This is an optimization exercise on Yosys and OpenROAD, whose aim is small area and a short achievable clock period, not a production implementation. No functional check of the RTL was part of any run shown here. Power is estimated from default activity; no workload was simulated.

**flow/flow/run.sh**
```bash
#!/bin/bash
# The standard layout (standard.sh, unchanged synthesis) with two changes:
# port buffers are sky130 buf_2 cells, and clock tree synthesis gets its own
# arguments. Each tool's full output stays in orfs/logs; make's output goes
# to standard.log in this folder.
set -euo pipefail
export BUFFER_PORTS_ARGS="-buffer_cell sky130_fd_sc_hd__buf_2"
export CTS_ARGS="-sink_clustering_enable -repair_clock_nets -dont_use_dummy_load -buf_list sky130_fd_sc_hd__clkbuf_8 -sink_clustering_size 16 -sink_clustering_max_diameter 60"
bash standard.sh > standard.log 2>&1
```
**flow/standard.sh**
```bash
#!/bin/bash
# synth_recipe.tcl (not shown) runs the flow's synth.tcl, then flattens the netlist and writes it again
# the make line also repeats each setting of config.mk as NAME=value (left out here)
make -C /OpenROAD-flow-scripts/flow DESIGN_CONFIG=/design/flow/config.mk WORK_HOME=/design/flow/orfs CLKGATE_MAP_FILE= SYNTH_SCRIPT=/design/flow/synth_recipe.tcl "${@:-finish}"
```
**flow/config.mk**
```make
export PLATFORM = sky130hd
export DESIGN_NAME = robTop
export DESIGN_NICKNAME = robTop
export VERILOG_FILES = /design/flow/design.v
export SDC_FILE = /design/flow/constraint.sdc
export NUM_CORES = 4
export LEC_CHECK = 0
export CAP_MARGIN = 20
export CORE_MARGIN = 2
export CORE_UTILIZATION = 40
export SETUP_SLACK_MARGIN = 3.0
export SLEW_MARGIN = 20
export SYNTH_HIERARCHICAL = 1
export TNS_END_PERCENT = 0
```
**flow/constraint.sdc**
```tcl
create_clock -name core_clock -period 6.5 [get_ports {Clk}]
set_input_delay 1.3000 -clock core_clock [delete_from_list [all_inputs] [get_ports {Clk}]]
set_output_delay 1.3000 -clock core_clock [all_outputs]
set_load 0.01 [all_outputs]
```
**flow/design.v**
```verilog
package robEntryPkg;
    typedef logic [4-1:0]   robIdxT;
    typedef logic [32-1:0]        pcT;
    typedef logic [5-1:0]  archRegT;
    typedef logic [6-1:0]  physRegT;
    typedef logic [7-1:0] trapCodeT;
    typedef logic [3-1:0]   bufIdxT;
    typedef enum logic [1:0] {
        opAlu     = 2'b00,
        opLoad    = 2'b01,
        opStore   = 2'b10,
        opSyscall = 2'b11
    } microOpE;
    typedef struct packed {
        logic     valid;
        logic     done;
        microOpE  op;
        logic     rdValid;
        archRegT  archRd;
        physRegT  physRd;
        pcT       pc;
        logic     trap;
        trapCodeT trapCode;
        pcT       faultAddr;
        bufIdxT   bufIdx;
    } robEntryT;
endpackage
package robCtrlPkg;
    typedef enum logic {
        stateRun      = 1'b0,
        stateTrapHold = 1'b1
    } retireStateE;
    typedef logic [1:0] retireCountT;
    typedef logic [4:0] occupancyT;
endpackage
`timescale 1ns/1ps
module robMux4 #(parameter int W = 1) (
    input  logic [1:0]   sel,
    input  logic [W-1:0] d0,
    input  logic [W-1:0] d1,
    input  logic [W-1:0] d2,
    input  logic [W-1:0] d3,
    output logic [W-1:0] y
);
    always_comb begin
        case (sel)
            2'd0:    y = d0;
            2'd1:    y = d1;
            2'd2:    y = d2;
            default: y = d3;
        endcase
    end
endmodule
module robRetireGate (
    input  logic                    stall,
    input  logic                    flush,
    input  logic                    extInterrupt,
    input  logic                    run,         
    input  logic                    p0,          
    input  logic                    p1,          
    input  logic                    c0,          
    input  logic                    c1,          
    input  logic                    m,           
    input  logic                    t,           
    input  logic [7-1:0] faultTrapCode,   
    input  logic [32-1:0]        faultTrapAddr,   
    output logic                    retire0,
    output logic                    retire1,
    output logic                    commitMap0,
    output logic                    commitMap1,
    output logic                    memRetire,
    output logic                    trapValid,
    output logic [7-1:0] trapCode,
    output logic [32-1:0]        trapAddr
);
    logic go, active;
    assign active     = !stall && !flush;
    assign go         = active && !extInterrupt;
    assign retire0    = go && p0;
    assign retire1    = go && p1;
    assign commitMap0 = go && c0;
    assign commitMap1 = go && c1;
    assign memRetire  = go && m;
    assign trapValid  = active && ((extInterrupt && run) || t);
    assign trapCode   = extInterrupt ? 7'(0) : faultTrapCode;
    assign trapAddr   = extInterrupt ? '0 : faultTrapAddr;
endmodule
`timescale 1ns/1ps
module robTop (
    input  logic                   Clk,
    input  logic                   arstN,
    input  logic                   stall,
    input  logic                   flush,
    input  logic                   extInterrupt,
    input  logic                   dispatchValid0,
    input  robEntryPkg::pcT        dispatchPc0,
    input  robEntryPkg::microOpE   dispatchOp0,
    input  logic                   dispatchRdValid0,
    input  robEntryPkg::archRegT   dispatchArchRd0,
    input  robEntryPkg::physRegT   dispatchPhysRd0,
    input  logic                   dispatchValid1,
    input  robEntryPkg::pcT        dispatchPc1,
    input  robEntryPkg::microOpE   dispatchOp1,
    input  logic                   dispatchRdValid1,
    input  robEntryPkg::archRegT   dispatchArchRd1,
    input  robEntryPkg::physRegT   dispatchPhysRd1,
    output robEntryPkg::robIdxT    allocIdx0,
    output robEntryPkg::robIdxT    allocIdx1,
    output logic                   robFull,
    input  logic                   aluDone0,
    input  logic                   aluDone1,
    input  robEntryPkg::robIdxT    aluDoneIdx0,
    input  robEntryPkg::robIdxT    aluDoneIdx1,
    input  logic                   memDone,
    input  robEntryPkg::robIdxT    memDoneIdx,
    input  logic                   memTrap,
    input  robEntryPkg::trapCodeT  memTrapCode,
    input  robEntryPkg::pcT        memFaultAddr,
    input  robEntryPkg::bufIdxT    memBufIdx,
    input  robEntryPkg::robIdxT    pcReadIdx,
    output robEntryPkg::pcT        pcReadData,
    output logic                   commitMap0,
    output logic                   commitMap1,
    output robEntryPkg::archRegT   commitArchRd0,
    output robEntryPkg::archRegT   commitArchRd1,
    output robEntryPkg::physRegT   commitPhysRd0,
    output robEntryPkg::physRegT   commitPhysRd1,
    output logic                   memRetire,
    output logic                   memRetireStore,
    output robEntryPkg::bufIdxT    memRetireBufIdx,
    output logic                   trapValid,
    output robEntryPkg::pcT        trapPc,
    output robEntryPkg::pcT        trapAddr,
    output robEntryPkg::trapCodeT  trapCode
);
    localparam int PW = 32;
    localparam int AW = 5;
    localparam int RW = 6;
    localparam int FW = 2 + 1 + AW + RW;
    logic [3:0] headIdx, tailIdx;
    logic [4:0] occupancy;
    logic       trapHold;
    logic [1:0] retireCount;
    logic [1:0] allocCount;
    logic       trapTaken;
    logic       allocWrite0, allocWrite1;
    logic       active;
    logic [3:0] headNext;
    logic [3:0] head1Next;
    logic [7:0] rowOddSel, rowEvenSel;
    assign active      = !stall && !flush;
    assign robFull     = occupancy[4] || (occupancy[3:0] == 4'd15);
    assign allocWrite0 = dispatchValid0 && !robFull && active;
    assign allocWrite1 = allocWrite0 && dispatchValid1;
    assign allocCount  = {allocWrite1, allocWrite0 && !allocWrite1};
    assign allocIdx0 = tailIdx;
    assign allocIdx1 = tailIdx + 4'd1;
    assign headNext  = flush ? 4'd0 : stall ? headIdx : headIdx + {2'b0, retireCount};
    assign head1Next = headNext + 4'd1;
    always_ff @(posedge Clk or negedge arstN) begin
        if (!arstN) begin
            headIdx    <= '0;
            rowOddSel  <= 8'd1;
            rowEvenSel <= 8'd1;
            tailIdx    <= '0;
            occupancy  <= '0;
            trapHold   <= 1'b0;
        end else begin
            headIdx    <= headNext;
            rowOddSel  <= 8'd1 << headNext[3:1];
            rowEvenSel <= 8'd1 << head1Next[3:1];
            if (flush) begin
                tailIdx   <= '0;
                occupancy <= '0;
                trapHold  <= 1'b0;
            end else if (!stall) begin
                tailIdx   <= tailIdx + {2'b0, allocCount};
                occupancy <= occupancy + {3'b0, allocCount} - {3'b0, retireCount};
                if (trapTaken) trapHold <= 1'b1;
            end
        end
    end
    logic [FW-1:0] entF   [2][8];
    logic [PW-1:0] entPc  [2][8];
    logic [2:0]    entBuf [2][8];
    logic          entDone[2][8];
    logic [FW-1:0] wrF    [2];
    logic [PW-1:0] wrPc   [2];
    logic [1:0]    bankWe;
    logic [2:0]    bankRow[2];
    logic [FW-1:0] d0F, d1F;
    assign d0F = {dispatchOp0[0] ^ dispatchOp0[1], dispatchOp0[1], dispatchRdValid0,
                  dispatchArchRd0, dispatchPhysRd0};
    assign d1F = {dispatchOp1[0] ^ dispatchOp1[1], dispatchOp1[1], dispatchRdValid1,
                  dispatchArchRd1, dispatchPhysRd1};
    always_comb begin
        for (int b = 0; b < 2; b++) begin
            if (tailIdx[0] == b[0]) begin
                wrF[b]     = d0F;
                wrPc[b]    = dispatchPc0;
                bankWe[b]  = allocWrite0;
                bankRow[b] = tailIdx[3:1];
            end else begin
                wrF[b]     = d1F;
                wrPc[b]    = dispatchPc1;
                bankWe[b]  = allocWrite1;
                bankRow[b] = tailIdx[3:1] + {2'b0, tailIdx[0]};
            end
        end
    end
    always_ff @(posedge Clk) begin
        for (int b = 0; b < 2; b++) begin
            for (int r = 0; r < 8; r++) begin
                if (bankWe[b] && bankRow[b] == r[2:0]) begin
                    entF[b][r]  <= wrF[b];
                    entPc[b][r] <= wrPc[b];
                end
                if (active && memDone && memDoneIdx == {r[2:0], b[0]}) begin
                    entBuf[b][r] <= memBufIdx;
                end
                if (bankWe[b] && bankRow[b] == r[2:0]) begin
                    entDone[b][r] <= 1'b0;
                end else if (active && ((aluDone0 && aluDoneIdx0 == {r[2:0], b[0]}) ||
                                        (aluDone1 && aluDoneIdx1 == {r[2:0], b[0]}) ||
                                        (memDone  && memDoneIdx  == {r[2:0], b[0]}))) begin
                    entDone[b][r] <= 1'b1;
                end
            end
        end
    end
    logic                    faultValid;
    logic [3:0]              faultIdx;
    logic [7-1:0] faultCode;
    logic [PW-1:0]           faultAddr;
    logic                    faultNew;
    logic [3:0]              newAge, oldAge;
    assign newAge   = memDoneIdx - headIdx;
    assign oldAge   = faultIdx - headIdx;
    assign faultNew = active && memDone && memTrap && (!faultValid || newAge < oldAge);
    always_ff @(posedge Clk or negedge arstN) begin
        if (!arstN) begin
            faultValid <= 1'b0;
        end else if (flush) begin
            faultValid <= 1'b0;
        end else if (faultNew) begin
            faultValid <= 1'b1;
        end
    end
    always_ff @(posedge Clk) begin
        if (faultNew) begin
            faultIdx  <= memDoneIdx;
            faultCode <= memTrapCode;
            faultAddr <= memFaultAddr;
        end
    end
    logic [FW-1:0] bankF   [2];
    logic [2:0]    bankBuf [2];
    logic [PW-1:0] bankPc  [2];
    logic          bankDone[2];
    always_comb begin
        for (int b = 0; b < 2; b++) begin
            bankF[b]    = '0;
            bankBuf[b]  = '0;
            bankPc[b]   = '0;
            bankDone[b] = 1'b0;
            for (int r = 0; r < 8; r++) begin
                if (b == 0 ? rowEvenSel[r] : rowOddSel[r]) begin
                    bankF[b]    = bankF[b]    | entF[b][r];
                    bankBuf[b]  = bankBuf[b]  | entBuf[b][r];
                    bankPc[b]   = bankPc[b]   | entPc[b][r];
                    bankDone[b] = bankDone[b] | entDone[b][r];
                end
            end
        end
    end
    logic [FW-1:0] h0F, h1F;
    logic [2:0]    h0Buf, h1Buf;
    logic          h0Done, h1Done;
    assign h0F    = headIdx[0] ? bankF[1]    : bankF[0];
    assign h1F    = headIdx[0] ? bankF[0]    : bankF[1];
    assign h0Buf  = headIdx[0] ? bankBuf[1]  : bankBuf[0];
    assign h1Buf  = headIdx[0] ? bankBuf[0]  : bankBuf[1];
    assign h0Done = headIdx[0] ? bankDone[1] : bankDone[0];
    assign h1Done = headIdx[0] ? bankDone[0] : bankDone[1];
    assign trapPc = headIdx[0] ? bankPc[1]   : bankPc[0];
    logic [PW-1:0] pcQuad [4];
    for (genvar q = 0; q < 4; q++) begin : g_pcQuad
        robMux4 #(.W(PW)) u_mux (
            .sel(pcReadIdx[1:0]),
            .d0(entPc[0][2*q]), .d1(entPc[1][2*q]), .d2(entPc[0][2*q+1]), .d3(entPc[1][2*q+1]),
            .y(pcQuad[q])
        );
    end
    robMux4 #(.W(PW)) u_pcMux (
        .sel(pcReadIdx[3:2]),
        .d0(pcQuad[0]), .d1(pcQuad[1]), .d2(pcQuad[2]), .d3(pcQuad[3]),
        .y(pcReadData)
    );
    logic       h0M, h1M, h0S, h1S;
    logic       h0Rdv, h1Rdv;
    logic       h0Valid, h1Valid;
    logic       h0Trap, h1Trap;
    logic       h0Sys, h1Sys;
    logic       retire0, retire1;
    assign h0M   = h0F[FW-1];
    assign h1M   = h1F[FW-1];
    assign h0S   = h0F[FW-2];
    assign h1S   = h1F[FW-2];
    assign h0Rdv = h0F[FW-3];
    assign h1Rdv = h1F[FW-3];
    assign h0Sys = !h0M && h0S;
    assign h1Sys = !h1M && h1S;
    assign h0Valid = occupancy != 5'd0;
    assign h1Valid = occupancy[4:1] != 4'd0;
    assign h0Trap  = faultValid && (faultIdx == headIdx);
    assign h1Trap  = faultValid && (faultIdx == headIdx + 4'd1);
    logic run;
    logic p0, p1;
    assign run = !trapHold && h0Valid;
    assign p0  = run && h0Done && !h0Trap && !h0Sys;
    assign p1  = p0 && h1Valid && h1Done && !h1Trap && !h1Sys && !(h0M && h1M);
    robRetireGate u_gate (
        .stall        (stall),
        .flush        (flush),
        .extInterrupt (extInterrupt),
        .run          (run),
        .p0           (p0),
        .p1           (p1),
        .c0           (p0 && h0Rdv),
        .c1           (p1 && h1Rdv),
        .m            ((p0 && h0M) || (p1 && h1M)),
        .t            (run && h0Done && (h0Trap || h0Sys)),
        .faultTrapCode(h0Trap ? faultCode : 7'(10)),
        .faultTrapAddr(h0Trap ? faultAddr : '0),
        .retire0      (retire0),
        .retire1      (retire1),
        .commitMap0   (commitMap0),
        .commitMap1   (commitMap1),
        .memRetire    (memRetire),
        .trapValid    (trapValid),
        .trapCode     (trapCode),
        .trapAddr     (trapAddr)
    );
    assign trapTaken   = trapValid;
    assign retireCount = {retire1, retire0 && !retire1};
    assign commitArchRd0 = h0F[AW+RW-1 -: AW];
    assign commitArchRd1 = h1F[AW+RW-1 -: AW];
    assign commitPhysRd0 = h0F[RW-1:0];
    assign commitPhysRd1 = h1F[RW-1:0];
    assign memRetireStore  = h0M ? h0S : h1S;
    assign memRetireBufIdx = h0M ? h0Buf : h1Buf;
endmodule
```
==> results of run 1 <==
-- what timing repair did --
| item | 4_1_cts | 5_1_grt |
|---|---|---|
| gates cloned | 10 | 3 |
| gates resized for setup | 55 | 15 |
| buffers inserted | 56 | 20 |
| pin swaps | 1 | 8 |
| hold buffers | 0 | 0 |
| endpoints found under the setup margin | 729 | 551 |
-- state kept, by name, indices dropped and copies added (netlist names) --
| signal | flops |
|---|---|
| entBuf | 48 |
| trapHold | 1 |
| faultCode | 7 |
| faultAddr | 32 |
| faultValid | 1 |
| occupancy | 5 |
| rowOddSel | 8 |
| faultIdx | 4 |
| entPc | 512 |
| headIdx | 4 |
| rowEvenSel | 8 |
| tailIdx | 4 |
| entDone | 16 |
| entF | 224 |
-- cell usage after synthesis (all sizes together), types with 3 or more instances --
library cell | instances | area [um^2]
clkbuf | 82 | 308
nand4 | 29 | 181
xor2 | 7 | 61.3
nor2 | 82 | 308
dfrtp | 29 | 726
a222oi | 64 | 641
nor3b | 4 | 30.0
nor3 | 17 | 90.1
a21oi | 62 | 322
dfxtp | 16 | 320
a22o | 9 | 78.8
and4 | 12 | 105
or3 | 6 | 37.5
o21ai | 9 | 45.0
mux4 | 160 | 3640
nand3b | 4 | 30.0
buf | 77 | 629
nor2b | 44 | 275
a211oi | 47 | 365
a31oi | 6 | 37.5
a21o | 10 | 75.1
o22ai | 18 | 113
nand4b | 3 | 26.3
and3 | 3 | 18.8
edfxtp | 827 | 24800
or3b | 3 | 26.3
nand3 | 63 | 315
mux2 | 96 | 1080
a41oi | 11 | 96.3
a221oi | 34 | 298
or2 | 3 | 18.8
ha | 26 | 325
xnor2 | 14 | 130
and2 | 44 | 275
inv | 25 | 93.8
fa | 6 | 120
nand2 | 53 | 199
mux2i | 7 | 70.1
nand2b | 10 | 70.1
a22oi | 231 | 1730
-- placed cells by master, fill, tap and decap left out, types with 7 or more instances in the layout --
cell / instances
mux4_2: 151
dfrtp_1: 11
dfrtp_4: 16
dfxtp_1: 16
mux4_1: 9
a22oi_1: 229
a211oi_1: 46
nand4_1: 29
nand2_1: 53
nor2b_1: 44
ha_1: 24
nand2b_1: 8
buf_8: 8
o21ai_0: 8
clkbuf_8: 82
nor2_4: 13
buf_2: 293
nor2_1: 69
xnor2_1: 13
and4_1: 12
a21oi_1: 58
inv_1: 21
buf_6: 12
and2_1: 44
nand3_1: 62
a221oi_1: 34
a222oi_1: 64
buf_16: 13
a21o_1: 10
edfxtp_1: 827
buf_4: 86
a22o_1: 9
buf_12: 25
mux2i_1: 7
o22ai_1: 18
a41oi_1: 10
nor3_1: 10
mux2_2: 96
-- stage by stage --
step	hold WS [ns]	power, uW	util
floorplan	0.442	6890	-
global placement	0.456	7190	0.434
detailed placement	0.477	7210	0.434
CTS	0.500	10000	0.458
global route	0.540	10300	0.462
finish	0.501	10000	0.462
-- modules after synthesis (local to each module, per instance), a selection --
module | cells | flip-flops and latches
robTop | 2027 | 874
robRetireGate | 51 | 0
-- worst max-delay path, stage by stage --
cell       delay (ns)
clkbuf_16        0.18
buf_12           0.16
clkbuf_16        0.17
mux4_2           0.52
mux4_2           0.47
buf_2            0.16
-- where the power goes --
| part | switching (uW) | leakage [uW] | internal, uW | total [uW] |
|---|---|---|---|---|
| registers | 39.4 | 0.00797 | 6230 | 6270 |
| logic | 523 | 0.00575 | 378 | 901 |
| clock network | 1750 | 0.000575 | 1100 | 2850 |
| total | 2310 | 0.0143 | 7710 | 10000 |
-- area by class of cell --
type	count	area (um^2)	area share
repair buffers	445	3420	0.0780
inverters	25	110	0.00251
flip-flops and latches	874	26000	0.593
diodes	2	5.00	0.000114
multi-input cells	1215	11600	0.265
well taps	1265	1580	0.0361
repair inverters	1	5.00	0.000114
clock buffers	80	1100	0.0251
-- layer usage --
| layer | part of all wire | vias to the layer above | GRT usage |
|---|---|---|---|
| li1 | - | 10171 | - |
| met4 | 0.046 | 18 | 0.114 |
| met2 | 0.47 | 1799 | 0.427 |
| met5 | 0.00063 | - | 0 |
| met3 | 0.10 | 377 | 0.0519 |
| met1 | 0.38 | 12879 | 0.340 |
-- cell families after synthesis --
family,Yosys count
flops,874
compound gates,513
simple gates,386
mux,263
buf+inv,184
fa+ha+maj,32
xor+xnor,21
-- worst max path at each step --
stage	cells after the start	to	start	slack, ns
6_report	6	pcReadData[13]	pcReadIdx[0]	2.21
5_1_grt	16	rowEvenSel[3]	headIdx[0]	2.18
4_1_cts	6	pcReadData[3]	pcReadIdx[0]	2.22
3_5_place_dp	5	pcReadData[6]	pcReadIdx[0]	1.57
3_3_place_gp	5	pcReadData[6]	pcReadIdx[0]	1.65
2_1_floorplan	9	faultAddr[0]	memDoneIdx[0]	2.61
==> qor.yml, run 1 <==
outcome:
  status: "finished clean"
clock_tree:
  clkTransAtPathRegs_ns: 0.10
  clock_path_buffers: 3
  htreeDepth: 3
  cts.sinks: 874
  cts_made_buffers: 80
  cts-root-buf: "clkbuf_8"
  cts_tree: "yes"
  clkLatencyLatePin_ns: 0.74
worst_hold_path:
  min_path_cells: 2
  holdPathEnd: "entDone[12]"
  hp-class: "reg2reg"
  hp-start: "entDone[12]"
critical_path:
  endpoint_kind: "primary output"
  reg2reg_from: "rowOddSel[7]"
  worst_ep_required_time_ns: 5.20
  r2r_end: "rowEvenSel[3]"
  reg2reg_setup_slack_ns: 2.39
  reg2regPathDepth: 15
  crit_fanout: 8
  critPathArrivalTime_ns: 2.99
  critPathKind: "in2out"
  setup.worst_path.start_class: "input port"
yosys:
  netlist_area_um2: 38400
  yosysWarnings: 31
  async_flop_share: 0.0355
  ys_seq_elements: 874
  synth.avg_cell_area_um2: 16.9
  ys.flop_type: "edfxtp_1"
  syn_nets: 2466
  syn_inst: 2273
  synth_edf_count: 827
  synth_cell_types: 64
  synth_fa_ha_area_frac: 0.0116
  synth-compound-area-share: 0.102
  synthSimpleGateAreaFrac: 0.0536
  synth_seq_area_share: 0.676
  synth_top_family_by_area: "multiplexers"
  synth-xor-area-share: 0.00499
  synthMuxAreaShare: 0.125
global_routing:
  grt_pass1_vias: 25484
  grt_overflow: 0
  grt_pass1_wl_mm: 184
  grt_max_degree: 53
  antenna_found_initial: 12
  track_usage: 0.261
timing:
  finalClockSkew_ns: 0.0667
  slew_headroom: 0.257
  worstMarginPinSlew_ns: 1.11
  slew_violations: 0
  rsz0062_at_grt: "true"
  setup-tns-final_ns: 0
  min_period_ns: 4.29
  max_freq_mhz: 233
  fin_ws_ns: 2.21
  hold_violations: 0
  setup-violations-final: 0
  fin_crit_sh: 0.660
cells_and_area:
  final_cells: 3907
  fillers: 8192
  layout.nets: 2835
  areaGrowthSynthToFinish_pct: 14.3
  drive_gt1_frac: 0.318
  design_area_um2: 43900
detailed_routing:
  drt_iter0_drc: 3984
  dr_total_vias: 25244
  wl_per_cell_um: 33.6
  drt_wl_total_mm: 131
  viasPerCell: 6.46
  antenna_left: 0
  firstDrtPassIters: 8
  drc: 0
floorplan:
  die_area_um2: 98400
  dieWidth_um: 314
  fp.dieH_um: 314
  coreArea_um2: 95000
  initial_utilization: 0.404
  ios: 303
  std_cell_rows: 113
power:
  leakage_uw: 0.0143
  p_per_area_nw_per_um2: 229
  peakVddDrop_mv: 0.165
placement:
  placed_cell_area_um2: 41200
  place_hpwl_mm: 72.2
  io_buffers: 302
  dp_cells: 3735
  place.gp.congestion: 0.886
  dp_slack_ns: 1.57
flow_run:
  cap_violations: 0
==> run 2, diff against run 1 <==
--- a/flow/config.mk
+++ b/flow/config.mk
@@ -11,4 +11,3 @@
 export SETUP_SLACK_MARGIN = 3.0
 export SLEW_MARGIN = 20
-export SYNTH_HIERARCHICAL = 1
 export TNS_END_PERCENT = 0
==> run 2 against run 1 <==
- still clean on timing, DRC and antenna
- worst setup slack got worse by 0.078 ns
- cell count rose by 0.79%
- area after synthesis fell by 1.2%
- hold slack improved by 0.027 ns
- critical path type unchanged
==> qor.yml, run 2 <==
critical_path:
  startpoint: "flush"
  reg2regPathDepth: 15
  reg2reg_from: "rowOddSel[5]"
  crit_cells: 6
  setup.worst_path.start_class: "input port"
  critical_path.top_delay_family: "simple AND/OR/NAND/NOR gates"
  cp-endpoint: "commitMap0"
  cp_cell_sequence: "buf_12 -> or3_1 -> a2111o_1 -> or4_4 -> a211oi_4 -> buf_6"
  critPathArrivalTime_ns: 3.07
  slowest_stage: "or4_4"
  endpoint_kind: "primary output"
  critPathKind: "in2out"
  crit_buf_inv: 2
  crit_fanout: 21
  r2r_end: "rowEvenSel[5]"
  reg2reg_setup_slack_ns: 2.40
  slowest_delay_ns: 0.48
  worst_ep_required_time_ns: 5.20
clock_tree:
  clkLatencyLatePin_ns: 0.71
  cts_tree: "yes"
  htreeDepth: 3
  clkTransAtPathRegs_ns: 0.10
  cts-root-buf: "clkbuf_8"
  cts_made_buffers: 78
  cts_hold_buf: 0
  cts.sinks: 874
  clock_path_buffers: 3
timing:
  setup-violations-final: 0
  max_freq_mhz: 229
  rsz0062_at_grt: "true"
  finalClockSkew_ns: 0.0914
  setup-tns-final_ns: 0
  slew_violations: 0
  fin_ws_ns: 2.13
  holdWs_ns: 0.527
  worstMarginPinSlew_ns: 1.11
  slew_headroom: 0.261
  min_period_ns: 4.37
  fin_crit_sh: 0.672
  hold_violations: 0
yosys:
  yosys.cell_count.top_type: "edfxtp_1"
  synth_top_family_by_area: "multiplexers"
  synth.avg_cell_area_um2: 16.3
  synth_fa_ha_area_frac: 0.0118
  async_flop_share: 0.0355
  synth_top_area_cell: "edfxtp_1"
  synth-compound-area-share: 0.114
  netlist_area_um2: 37900
  synth_cell_types: 63
  synthMuxAreaShare: 0.115
  synth_edf_count: 827
  yosysWarnings: 25
  synth_seq_area_share: 0.684
  syn_nets: 2521
  syn_inst: 2328
  synth_area_leaders: "edfxtp_1 66%, mux4_2 7.8%, a22oi_1 4.5%"
  synth_top_area_share: 0.655
  ys.flop_type: "edfxtp_1"
  ys_seq_elements: 874
  synth-xor-area-share: 0.00532
  synthSimpleGateAreaFrac: 0.0505
  synth_common_cells: "827 x edfxtp_1, 228 x a22oi_1, 132 x mux4_2, 100 x clkbuf_1, 96 x mux2_2"
cells_and_area:
  top_register: "entPc"
  layout.nets: 2875
  areaGrowthSynthToFinish_pct: 14.7
  top_regs: "entPc: 512 flops, entF: 224 flops, entBuf: 48 flops"
  largest_register_ffs: 512
  drive_gt1_frac: 0.306
  final_cells: 3938
  final_core_util: 0.464
  final_cell_mix: "827 x edfxtp_1, 294 x buf_2, 225 x a22oi_1"
  final_common_cell: "edfxtp_1"
  fillers: 8127
  regArea_um2: 26000
  multiInputGateArea_um2: 11600
floorplan:
  die_area_um2: 97200
  dieWidth_um: 312
  coreArea_um2: 93600
  std_cell_rows: 112
  ios: 303
  fp.dieH_um: 312
  initial_utilization: 0.405
detailed_routing:
  wl_per_cell_um: 31.8
  dr_total_vias: 25230
  antenna_left: 0
  drt_wl_total_mm: 125
  firstDrtPassIters: 6
  drt_iter0_drc: 4028
  drc: 0
  viasPerCell: 6.41
power:
  leakage_uw: 0.0143
  p_per_area_nw_per_um2: 225
  peakVddDrop_mv: 0.150
placement:
  place_hpwl_mm: 71.2
  dp_slack_ns: 1.44
  dp_cells: 3779
  place.gp.congestion: 0.870
  io_buffers: 302
global_routing:
  grt_pass1_wl_mm: 178
  track_usage: 0.252
  grt_max_degree: 62
  grt_pass1_vias: 25466
  grt_overflow: 0
  antenna_found_initial: 15
worst_hold_path:
  hp-class: "reg2reg"
outcome:
  status: "finished clean"
flow_run:
  cap_violations: 0
==> run 2: final cells by class <==
class,instances,share of cell area
inverter,24,0.00216
timing repair buffer,439,0.0721
multi-input combinational,1265,0.267
sequential,874,0.598
tap,1254,0.0361
antenna,4,0.000230
clock buffer,78,0.0247
==> run 2: logic make-up after synthesis <==
| family | after synthesis |
|---|---|
| AOI/OAI and AO/OA | 579 |
| and+or+nand+nor | 373 |
| muxes | 258 |
| xor gates and xnor gates | 23 |
| DFF | 874 |
| buffers and inverters | 189 |
| adders and majority gates | 32 |
==> run 2: how the worst min path moves through the flow <==
stage                      startpoint          end  slack [ns]  depth (start not counted)
final                      entDone[1]   entDone[1]        0.53                          2
after global routing      entDone[13]  entDone[13]        0.55                          2
after CTS                  entDone[3]   entDone[3]        0.52                          2
after detailed placement   entDone[1]   entDone[1]        0.48                          2
after global placement     entDone[3]   entDone[3]        0.46                          2
after floorplan            entDone[1]   entDone[1]        0.44                          2
==> run 2: stage by stage <==
step / instance area [um^2] / total power (uW)
CTS: 43000 / 9810
global placement: 41100 / 7050
global route: 43500 / 10100
floorplan: 38000 / 6790
finish: 43500 / 9780
detailed placement: 41100 / 7070
==> run 2: worst reg2reg max path, cell delays in order (launching register included) <==
cell and delay [ns]:
dfrtp_4 0.54, buf_16 0.22, a22oi_2 0.18, nand4_1 0.10, buf_4 0.18, buf_4 0.14, a32oi_2 0.23, nand3_2 0.18
buf_4 0.19, nor3_2 0.29, ha_1 0.21, a21oi_1 0.05, or3_1 0.30, a21oi_1 0.68, xor2_1 0.33, and3_1 0.21
==> run 2: layer usage <==
layer,track usage,vias up,part of all wire
met1,0.329,12812,0.37
met3,0.0562,320,0.11
li1,-,10345,-
met2,0.415,1735,0.47
met4,0.0897,18,0.041
met5,0,-,0.00080
==> run 2: power breakdown <==
| group | leakage (uW) | switching, uW | internal (uW) |
|---|---|---|---|
| Sequential | 0.00797 | 35.6 | 6230 |
| Combinational | 0.00573 | 415 | 305 |
| Clock | 0.000561 | 1720 | 1070 |
| Total | 0.0143 | 2170 | 7610 |
==> run 2: what timing repair did <==
| action | in CTS | in global routing |
|---|---|---|
| gates resized for setup | 56 | 37 |
| endpoints found under the setup margin | 370 | 483 |
| cloned | 3 | 3 |
| pin swaps | 10 | 7 |
| buffers inserted | 48 | 23 |

==> static timing again, ports no longer ideal <==
How much do the figures lean on ideal ports? The routed layouts below were timed once more, with nothing changed but the port constraints.
Step 1, drivers: a clkbuf_16 drives Clk and a buf_2 each remaining input, both assumed.
Step 2 also shifts input and output timing later by t, the mid clock arrival at the registers, as if the neighbouring blocks saw the same clock.
Three values: no drivers, after step 1, after step 2; two values: the first two.
| run | t (ns) | slack for setup (ns) | latest minus earliest clock arrival (ns) |
|---|---|---|---|
| run 1 | 0.755 | 2.209 / 2.011 / 1.991 | 0.097 / 0.098 |
| run 2 | 0.744 | 2.131 / 2.005 / 1.675 | 0.128 / 0.128 |
After both steps setup and hold are still met in every run listed. The setup slack of run 2, which loses most, moves by -0.126 ns with the drivers and by -0.456 ns with both steps.
